From an optimization exercise on the open Yosys and OpenROAD flow, aimed at small area and a short achievable clock period; shortcuts taken in it are not production practice.
At most, simulation tests tie the RTL to the original design; equivalence was not proved.

==> flow/design.v <==
module mul_div_unit #(
   parameter int MULT_CYCLES = 5,
   parameter int DIV_CYCLES  = 10
) (
   input  logic        clk,
   input  logic        reset,
   input  logic [2:0]  op,
   input  logic        start,
   input  logic [31:0] rs_data,
   input  logic [31:0] rt_data,
   output logic        busy,
   output logic        done,
   output logic [31:0] hi,
   output logic [31:0] lo
);
   localparam logic [2:0] OP_MULT  = 3'd1;
   localparam logic [2:0] OP_MULTU = 3'd2;
   localparam logic [2:0] OP_DIV   = 3'd3;
   localparam logic [2:0] OP_DIVU  = 3'd4;
   localparam logic [2:0] OP_MTHI  = 3'd5;
   localparam logic [2:0] OP_MTLO  = 3'd6;
   localparam int ROWS = 3;
   localparam int W    = 35;
   logic [3:0]  count;
   logic        isdiv;     
   logic        sg;        
   logic        sa;        
   logic        yp;        
   logic [31:0] x;         
   logic [31:0] b;         
   logic [32:0] a;         
   logic is_muldiv;
   assign is_muldiv = start && (op >= OP_MULT) && (op <= OP_DIVU);
   assign busy      = is_muldiv || (count != 4'd0);
   wire launch = (count == 4'd0) && is_muldiv;
   wire last   = (count == 4'd1);
   wire        op_div = op[2] | (op[1] & op[0]);
   wire        op_sg  = (op == OP_MULT) | (op == OP_DIV);
   wire        dv     = launch ? op_div : isdiv;
   wire        sge    = launch ? op_sg : sg;
   wire [31:0] xv     = launch ? rt_data : x;
   wire [31:0] bv     = launch ? rs_data : b;
   wire        ype    = ~launch & yp;
   wire [32:0] av     = launch ? {33{op_div & op_sg & rs_data[31]}} : a;
   wire        x32    = sge & xv[31];
   wire [W:0]  xe     = {{(W-31){x32}}, xv, 1'b0};    
   wire        dlast  = isdiv & last;                  
   logic [W-1:0] bin [ROWS];
   logic [W-1:0] pp  [ROWS];
   logic [W-1:0] s   [ROWS];
   logic [W:0]   c   [ROWS];
   logic         one [ROWS];
   logic         two [ROWS];
   logic         neg [ROWS];
   logic         rsg [ROWS];    
   genvar r, i;
   generate
      for (r = 0; r < ROWS; r++) begin : g_row
         logic b1, b0, bm;
         if (r == 0) begin : g_r0
            assign b1  = bv[1];
            assign b0  = bv[0];
            assign bm  = ype;
            assign rsg[0] = av[32];
            for (i = 0; i < W; i++) begin : g_bit
               if (i == 0)
                  assign bin[0][i] = dv ? bv[31] : av[0];
               else if (i < 33)
                  assign bin[0][i] = dv ? av[i-1] : av[i];
               else
                  assign bin[0][i] = av[32];
            end
         end else begin : g_rn
            if (r == 1) begin : g_ext
               assign b1 = last ? (sg & bv[1]) : bv[3];
               assign b0 = last ? (sg & bv[1]) : bv[2];
            end else begin : g_noext
               assign b1 = bv[2*r+1];
               assign b0 = bv[2*r];
            end
            assign bm  = bv[2*r-1];
            assign rsg[r] = s[r-1][32];
            for (i = 0; i < W; i++) begin : g_bit
               if (r == ROWS-1) begin : g_fix
                  if (i == 0)
                     assign bin[r][i] = dlast ? s[r-1][0] : dv ? bv[31-r] : s[r-1][2];
                  else if (i < 33)
                     assign bin[r][i] = dlast ? s[r-1][i] : dv ? s[r-1][i-1] : s[r-1][i+2];
                  else
                     assign bin[r][i] = s[r-1][W-1];
               end else begin : g_nofix
                  if (i == 0)
                     assign bin[r][i] = dv ? bv[31-r] : s[r-1][2];
                  else if (i < 33)
                     assign bin[r][i] = dv ? s[r-1][i-1] : s[r-1][i+2];
                  else
                     assign bin[r][i] = s[r-1][W-1];
               end
            end
         end
         wire sub = ~(rsg[r] ^ x32);
         assign one[r] = dv | (b0 ^ bm);
         assign two[r] = ~dv & ((b1 & ~b0 & ~bm) | (~b1 & b0 & bm));
         assign neg[r] = dv ? sub : b1;
         for (i = 0; i < W; i++) begin : g_fa
            assign pp[r][i] = ((xe[i+1] & one[r]) | (xe[i] & two[r])) ^ neg[r];
            assign s[r][i]  = bin[r][i] ^ pp[r][i] ^ c[r][i];
            assign c[r][i+1] = (bin[r][i] & pp[r][i]) | (bin[r][i] & c[r][i]) |
                               (pp[r][i] & c[r][i]);
         end
         assign c[r][0] = neg[r];
      end
   endgenerate
   logic [ROWS-1:0] qb;
   always_comb for (int k = 0; k < ROWS; k++) qb[ROWS-1-k] = ~(rsg[k] ^ x32);
   wire [32:0] rm    = s[1][32:0];      
   wire [32:0] t     = s[2][32:0];      
   wire        sub2  = qb[0];
   wire        use_t = (t == 33'd0) || ((rm != 33'd0) && (rm[32] != sa));
   wire        dz    = (x == 32'd0);
   wire [31:0] qp    = {b[29:0], qb[2], qb[1]};
   logic [31:0] q_out;
   logic        cy;
   always_comb begin
      cy = use_t & sub2;
      q_out[0] = ~use_t;
      for (int k = 1; k < 32; k++) begin
         q_out[k] = qp[k-1] ^ cy;
         cy = cy & qp[k-1];
      end
   end
   wire idle   = (count == 4'd0);
   wire ld_hi  = ~reset & idle & start & (op == OP_MTHI);
   wire ld_lo  = ~reset & idle & start & (op == OP_MTLO);
   wire fin    = ~reset & last;
   wire fin_m  = fin & ~isdiv;
   wire fin_d  = fin & isdiv & ~dz;
   wire hi_s2  = fin_d & use_t;
   wire hi_s1  = fin_m | (fin_d & ~use_t);
   wire hold_h = ~reset & ~ld_hi & ~fin_m & ~fin_d;
   wire hold_l = ~reset & ~ld_lo & ~fin_m & ~fin_d;
   wire [31:0] lo_m = {s[0][1:0], b[31:2]};
   always_ff @(posedge clk) begin
      hi <= ({32{ld_hi}} & rs_data) | ({32{hi_s1}} & s[1][31:0]) |
            ({32{hi_s2}} & t[31:0]) | ({32{hold_h}} & hi);
      lo <= ({32{ld_lo}} & rs_data) | ({32{fin_m}} & lo_m) |
            ({32{fin_d}} & q_out) | ({32{hold_l}} & lo);
      if (reset) begin
         count <= 4'd0;
         done  <= 1'b0;
      end else begin
         done <= last;
         if (!idle)
            count <= count - 4'd1;
         else if (is_muldiv)
            count <= op_div ? 4'(DIV_CYCLES) : 4'(MULT_CYCLES);
      end
   end
   always_ff @(posedge clk) begin
      x  <= xv;
      yp <= bv[5];
      if (dv)
         a <= s[2][32:0];
      else
         a <= s[2][W-1:2];
      b <= ({32{launch & op_div}}   & {rs_data[28:0], qb}) |
           ({32{~launch & isdiv}}   & {b[28:0], qb}) |
           ({32{launch & ~op_div}}  & {s[2][1:0], s[1][1:0], s[0][1:0], rs_data[31:6]}) |
           ({32{~launch & ~isdiv}}  & {s[2][1:0], s[1][1:0], s[0][1:0], b[31:6]});
      if (launch) begin
         isdiv <= op_div;
         sg    <= op_sg;
         sa    <= (op == OP_DIV) & rs_data[31];
      end
   end
endmodule
Settings: LEC_CHECK=0, CAP_MARGIN=0, CORE_MARGIN=2, CORE_UTILIZATION=45, PLACE_DENSITY=0.6, SLEW_MARGIN=0; clock period 260.0 ns.
standard.sh (not shown) runs the stock make flow with config.mk's settings and CLKGATE_MAP_FILE= SYNTH_SCRIPT=/design/flow/synth_recipe.tcl, a recipe that flattens the netlist after the stock synthesis.
==> flow/flow/run.sh <==
#!/bin/bash
set -o pipefail
export BUFFER_PORTS_ARGS="-buffer_cell sky130_fd_sc_hd__buf_1"
bash standard.sh > standard.log 2>&1
The first run completed without violations.
Edit:
- CTS_BUF_LIST: unset -> sky130_fd_sc_hd__clkbuf_8
Worst setup slack improved by 0.076 ns; die area does not change; non-clock buffer count does not change; clock skew climbs by 0.0051 ns; first-iteration DRC count barely changes; routed wire length hardly moves.
No run of this note included a check of the RTL's function; only the layout flow was run.

run 1:
mul_div_unit, a different RTL version from the one above (not shown whole).
For scale: about 1,300 cells after synthesis, ~170 flip-flops, ~140 I/O pins, about 0.011 mm² of cells after synthesis.
// mul_div_unit
module mul_div_unit #(
   parameter int MULT_CYCLES = 5,
   parameter int DIV_CYCLES  = 10
) (
   input  logic        clk,
   input  logic        reset,
   input  logic [2:0]  op,
   input  logic        start,
   input  logic [31:0] rs_data,
   input  logic [31:0] rt_data,
   output logic        busy,
   output logic        done,
   output logic [31:0] hi,
   output logic [31:0] lo
);
export LEC_CHECK = 0
export CAP_MARGIN = 0
export CORE_MARGIN = 2
export CORE_UTILIZATION = 35
export CTS_BUF_LIST = sky130_fd_sc_hd__clkbuf_8
export CTS_CLUSTER_SIZE = 10
export PLACE_DENSITY = 0.6
export SLEW_MARGIN = 0
create_clock -name core_clock -period 260.0 [get_ports {clk}]
==> flow/flow/run.sh <==
#!/bin/bash
# The standard layout (standard.sh), with two changes:
#  * synthesis maps the logic with an area-oriented ABC script (flow/abc_area.script)
#    instead of ORFS's speed script; everything else in the synthesis is the standard flow's own
#    synth_recipe.tcl, so the registers and their names are the standard synthesis's;
#  * the port buffers are the smallest plain buffer (sky130_fd_sc_hd__buf_1).
# Output of the whole run goes to standard.log; ORFS keeps each step's log in orfs/logs.
set -eo pipefail
here=$(pwd)
export BUFFER_PORTS_ARGS="-buffer_cell sky130_fd_sc_hd__buf_1"
export MY_ABC_SCRIPT="$here/flow/abc_area.script"
{
  echo 'proc abc {args} { set i [lsearch -exact $args -script]; if {$i >= 0} { lset args [expr {$i + 1}] $::env(MY_ABC_SCRIPT) }; yosys abc {*}$args }'
  cat synth_recipe.tcl
} > flow_synth.tcl
sed "s#SYNTH_SCRIPT=[^ ]*#SYNTH_SCRIPT=$here/flow_synth.tcl#" standard.sh > flow_standard.sh
bash flow_standard.sh > standard.log 2>&1
==> flow/flow/abc_area.script <==
strash
ifraig
dc2
dc2
dch -f
amap -F 5 -A 10
topo
#### Input delta (run 2 over run 1)
==> flow/flow/abc_area.script <==
strash
dch -f
amap -F 5 -A 10
topo
Run 2: PASS, flow complete, no timing, DRC or antenna violations. Summary of run 2 over run 1: share of synthesized cell area in and, or, nand and nor gates picked up an extra 2.0 points, synthesized area picked up an extra about 2.6%, length of routed met3 wiring picked up an extra 590 µm. Summary: with run 1 as the reference, cell count in run 2 moved up by a few percent. Sort run 2 and run 1 by global-route met3 utilization desc -> top: run 1. As far as layout sequential cell count goes, run 1 and run 2 are indistinguishable; the numbers are identical. Delta (run 2 minus run 1): sum of routed wire length over all layers up 7.5%; maximum clock frequency increased 2.4%; core utilization went down by 0.22 points.
Input changes introduced in run 3 (baseline for comparison: run 2):
- CORE_UTILIZATION now 55, was 35
Notes after the runs:
Run 3 finished every stage and its layout cleared the timing, DRC and antenna checks.
Lower setup slack was reported by run 2, not run 3.
Compared with run 2, run 3 ends up with a smaller final cell area.
Reported for run 2 and run 3, number of clock buffers inserted by TritonCTS turned out identical to the last digit.
When run 3 is set beside run 2, its number of antenna violations at the first check in global routing turns out to be 3 smaller.
In run 3, the count of non-CTS buffers in the layout came out about 2.4% above the value in run 2.
Relative to run 2, the global-route wire length before repair of run 3 is lower by 4.4 mm.
Diff run 2 -> run 3: total wire length -6.3%; worst hold slack across all endpoints held; latest clock arrival within the worst-skew pair decreased by 0.03 ns relative to the old numbers.
Detailed-route wire length on metal 1 of run 3 falls short of that of run 2 by more than 10%.

mul_div_unit again, from the RTL that the note above started with.
export LEC_CHECK = 0
export CAP_MARGIN = 0
export CORE_MARGIN = 2
export CORE_UTILIZATION = 45
export PLACE_DENSITY = 0.6
export SLEW_MARGIN = 0
create_clock -name core_clock -period 260.0 [get_ports {clk}]
==> flow/flow/run.sh <==
#!/bin/bash
set -o pipefail
export BUFFER_PORTS_ARGS="-buffer_cell sky130_fd_sc_hd__buf_1"
bash standard.sh > standard.log 2>&1
==> next run, changes <==
==> flow/flow/run.sh (replaced) <==
#!/bin/bash
# The standard layout (standard.sh), with two changes:
#  * synthesis maps the logic with an area-oriented ABC script (flow/abc_area.script)
#    instead of ORFS's speed script; everything else in the synthesis is the standard flow's own
#    synth_recipe.tcl, so the registers and their names are the standard synthesis's;
#  * the port buffers are the smallest plain buffer (sky130_fd_sc_hd__buf_1).
# Output of the whole run goes to standard.log; ORFS keeps each step's log in orfs/logs.
set -eo pipefail
here=$(pwd)
export BUFFER_PORTS_ARGS="-buffer_cell sky130_fd_sc_hd__buf_1"
export MY_ABC_SCRIPT="$here/flow/abc_area.script"
{
  echo 'proc abc {args} { set i [lsearch -exact $args -script]; if {$i >= 0} { lset args [expr {$i + 1}] $::env(MY_ABC_SCRIPT) }; yosys abc {*}$args }'
  cat synth_recipe.tcl
} > flow_synth.tcl
sed "s#SYNTH_SCRIPT=[^ ]*#SYNTH_SCRIPT=$here/flow_synth.tcl#" standard.sh > flow_standard.sh
bash flow_standard.sh > standard.log 2>&1
==> flow/flow/abc_area.script (new file) <==
strash
ifraig
dc2
dc2
dch -f
amap -F 5 -A 10
topo
- CTS_BUF_LIST: unset -> sky130_fd_sc_hd__clkbuf_8 sky130_fd_sc_hd__clkbuf_16
Result:
- The new run finished with timing, DRC and antenna clean
- critical path depth went up by 155
- global-route usage went up by 2.0 points
- non-clock buffer count went down by 4
- count of clock-buffer cells in the layout does not change
- die area went down by 12%
- core utilization went up by 2.2 points
- routed wire length went down by 3.8%
==> next run, changes <==
==> flow/flow/abc_area.script (replaced) <==
strash
ifraig
dc2
dc2
dch -f
amap -m -F 5 -A 10
topo
- CORE_UTILIZATION: 45 -> 35
- CTS_BUF_LIST: sky130_fd_sc_hd__clkbuf_8 sky130_fd_sc_hd__clkbuf_16 -> sky130_fd_sc_hd__clkbuf_8
- CTS_CLUSTER_SIZE: unset -> 10
After rerunning: Non-clock buffer count drops by 2. Synthesized area is about the same. Die area climbs by 28%. Via count climbs by 1.5%. Setup slack improves by 0.78 ns. Maximum frequency climbs by 0.73%. Global-route usage drops by 6.3 points. Hold slack degrades by 0.0093 ns.
==> next run, changes <==
==> flow/flow/abc_area.script (replaced) <==
strash
dch -f
amap -F 5 -A 10
topo
- CORE_UTILIZATION: 35 -> 45
- GPL_TIMING_DRIVEN: unset -> 0
Outcome:
- The changed run completed with no timing, DRC or antenna violations
- sequential share of layout area fell by 0.77 points
- design area grows by 2.9%
- first-iteration DRC count rose by 21%

run B:
Another version of the RTL of mul_div_unit (not shown whole).
Size: ~5,600 cells after synthesis, roughly 170 flip-flops, roughly 33,000 um2 of cells after synthesis.
// mul_div_unit
module mul_div_unit #(
   parameter int MULT_CYCLES = 5,
   parameter int DIV_CYCLES  = 10
) (
   input  logic        clk,
   input  logic        reset,
   input  logic [2:0]  op,
   input  logic        start,
   input  logic [31:0] rs_data,
   input  logic [31:0] rt_data,
   output logic        busy,
   output logic        done,
   output logic [31:0] hi,
   output logic [31:0] lo
);
   localparam logic [2:0] OP_MULT  = 3'd1;
   localparam logic [2:0] OP_MULTU = 3'd2;
   localparam logic [2:0] OP_DIV   = 3'd3;
   localparam logic [2:0] OP_DIVU  = 3'd4;
   localparam logic [2:0] OP_MTHI  = 3'd5;
   localparam logic [2:0] OP_MTLO  = 3'd6;
   logic [3:0]  count;
   logic        is_div;
   logic        sgn;       
   logic        neg_q;     
   logic        neg_r;     
   logic        dz;        
   logic [31:0] x;         
   logic [31:0] b;         
   logic [32:0] a;         
   logic        is_muldiv;
   assign is_muldiv = start && (op >= OP_MULT) && (op <= OP_DIVU);
   assign busy      = is_muldiv || (count != 4'd0);
   wire launch = (count == 4'd0) && is_muldiv;
   wire op_div = op[2] | (op[1] & op[0]);
   wire op_sd  = (op == OP_DIV);
   logic [32:0] ma;
   logic [31:0] mb;
   logic [32:0] ma4;
   logic [31:0] mb4;
   logic [32:0] xs;
   logic [33:0] t;
   logic        last;
   assign last = (count == 4'd1);
   always_comb begin
      xs = {sgn & x[31], x};
      ma = a;
      mb = b;
      ma4 = '0;
      mb4 = '0;
      for (int r = 0; r < 7; r++) begin
         if (last && r == 3 && sgn)
            t = {ma[32], ma} - (mb[0] ? {xs[32], xs} : 34'd0);
         else
            t = {ma[32], ma} + (mb[0] ? {xs[32], xs} : 34'd0);
         mb = {t[0], mb[31:1]};
         ma = t[33:1];
         if (r == 3) begin
            ma4 = ma;
            mb4 = mb;
         end
      end
   end
   logic [31:0] dr;
   logic [31:0] dq;
   logic [32:0] d2;
   logic [33:0] dt;
   always_comb begin
      dr = a[31:0];
      dq = b;
      for (int r = 0; r < 4; r++) begin
         d2 = {dr, dq[31]};
         dt = {1'b0, d2} - {2'b0, x};
         dq = {dq[30:0], ~dt[33]};
         dr = dt[33] ? d2[31:0] : dt[31:0];
      end
   end
   wire [31:0] q_out = neg_q ? -b : b;
  ...
make LEC_CHECK=0 ABC_AREA=1 CAP_MARGIN=20 CORE_MARGIN=2 CORE_UTILIZATION=50 PLACE_DENSITY=0.6 SLEW_MARGIN=20 finish   # period 260.0 ns
run.sh (not shown) runs the stock make flow with config.mk's settings and CLKGATE_MAP_FILE= SYNTH_SCRIPT=/design/flow/synth_recipe.tcl, a recipe that flattens the netlist after the stock synthesis.
Stock flow here: none of the scripts above is used.
Changes in run A relative to run B:
- removing ABC_AREA (formerly 1)
- changing PLACE_DENSITY from 0.6 to 0.35
- changing CORE_UTILIZATION from 50 to 25
Findings:
Run B ended up with simple AND/OR/NAND/NOR gates as its main combinational cell family by area after synthesis; run A ended up with compound AO/OA/AOI/OAI gates. Run A does better than run B on area of the mapped netlist. Diff run B -> run A: full die area rose about 80%, count of routing violations after the opening detailed-route iteration fell 2,703. Between run B and run A, y dimension of the die is higher for run A, run B comes in under that. For post-route non-filler standard cell count, dividing the value from run A by the value from run B gives 0.877. Delta (run A minus run B): minimum setup slack after placement grew by 14 ps; routed via count -8,266; fraction of area in registers went up 0.80 points; critical path data arrival time went down by 50 ps.

-- static timing again, ports no longer ideal --
How much do the figures lean on ideal ports? The routed layouts below were timed once more, with nothing changed but the port constraints.
Step 1, drivers: a clkbuf_16 drives clk and a buf_2 each remaining input, both assumed.
Step 2, shift: input delay + t, output delay - t, t = (earliest + latest rising clock arrival at the registers) / 2. This alone moves slack from input paths to output paths.
Three values: ideal, step 1, step 2; two values: the first two.
run	t (ns)	setup slack, ns	worst hold slack (ns)
the first run of note 1	0.490	151.425 / 151.456 / 150.966	0.440 / 0.440 / 0.440
the second run of note 1	0.535	151.501 / 151.525 / 150.990	0.444 / 0.444 / 0.444
run 1	0.528	152.321 / 152.329 / 151.802	0.502 / 0.502 / 0.502
run 2	0.549	154.806 / 154.736 / 154.736	0.443 / 0.443 / 0.443
run 3	0.520	154.948 / 154.974 / 154.453	0.442 / 0.442 / 0.442
the first run of note 3	0.500	154.855 / 154.805 / 154.805	0.443 / 0.443 / 0.443
the second run of note 3	0.490	152.659 / 152.686 / 152.196	0.487 / 0.487 / 0.487
the third run of note 3	0.544	153.434 / 153.436 / 152.892	0.478 / 0.478 / 0.478
the fourth run of note 3	0.511	153.268 / 153.291 / 152.780	0.463 / 0.463 / 0.463
run B	0.563	154.394 / 154.374 / 154.374	0.457 / 0.457 / 0.457
run A	0.586	154.438 / 154.411 / 154.411	0.459 / 0.459 / 0.459
After both steps every run listed still meets setup and hold. The setup slack of the third run of note 3, which loses most, moves by +0.002 ns with the drivers and by -0.542 ns with both steps.
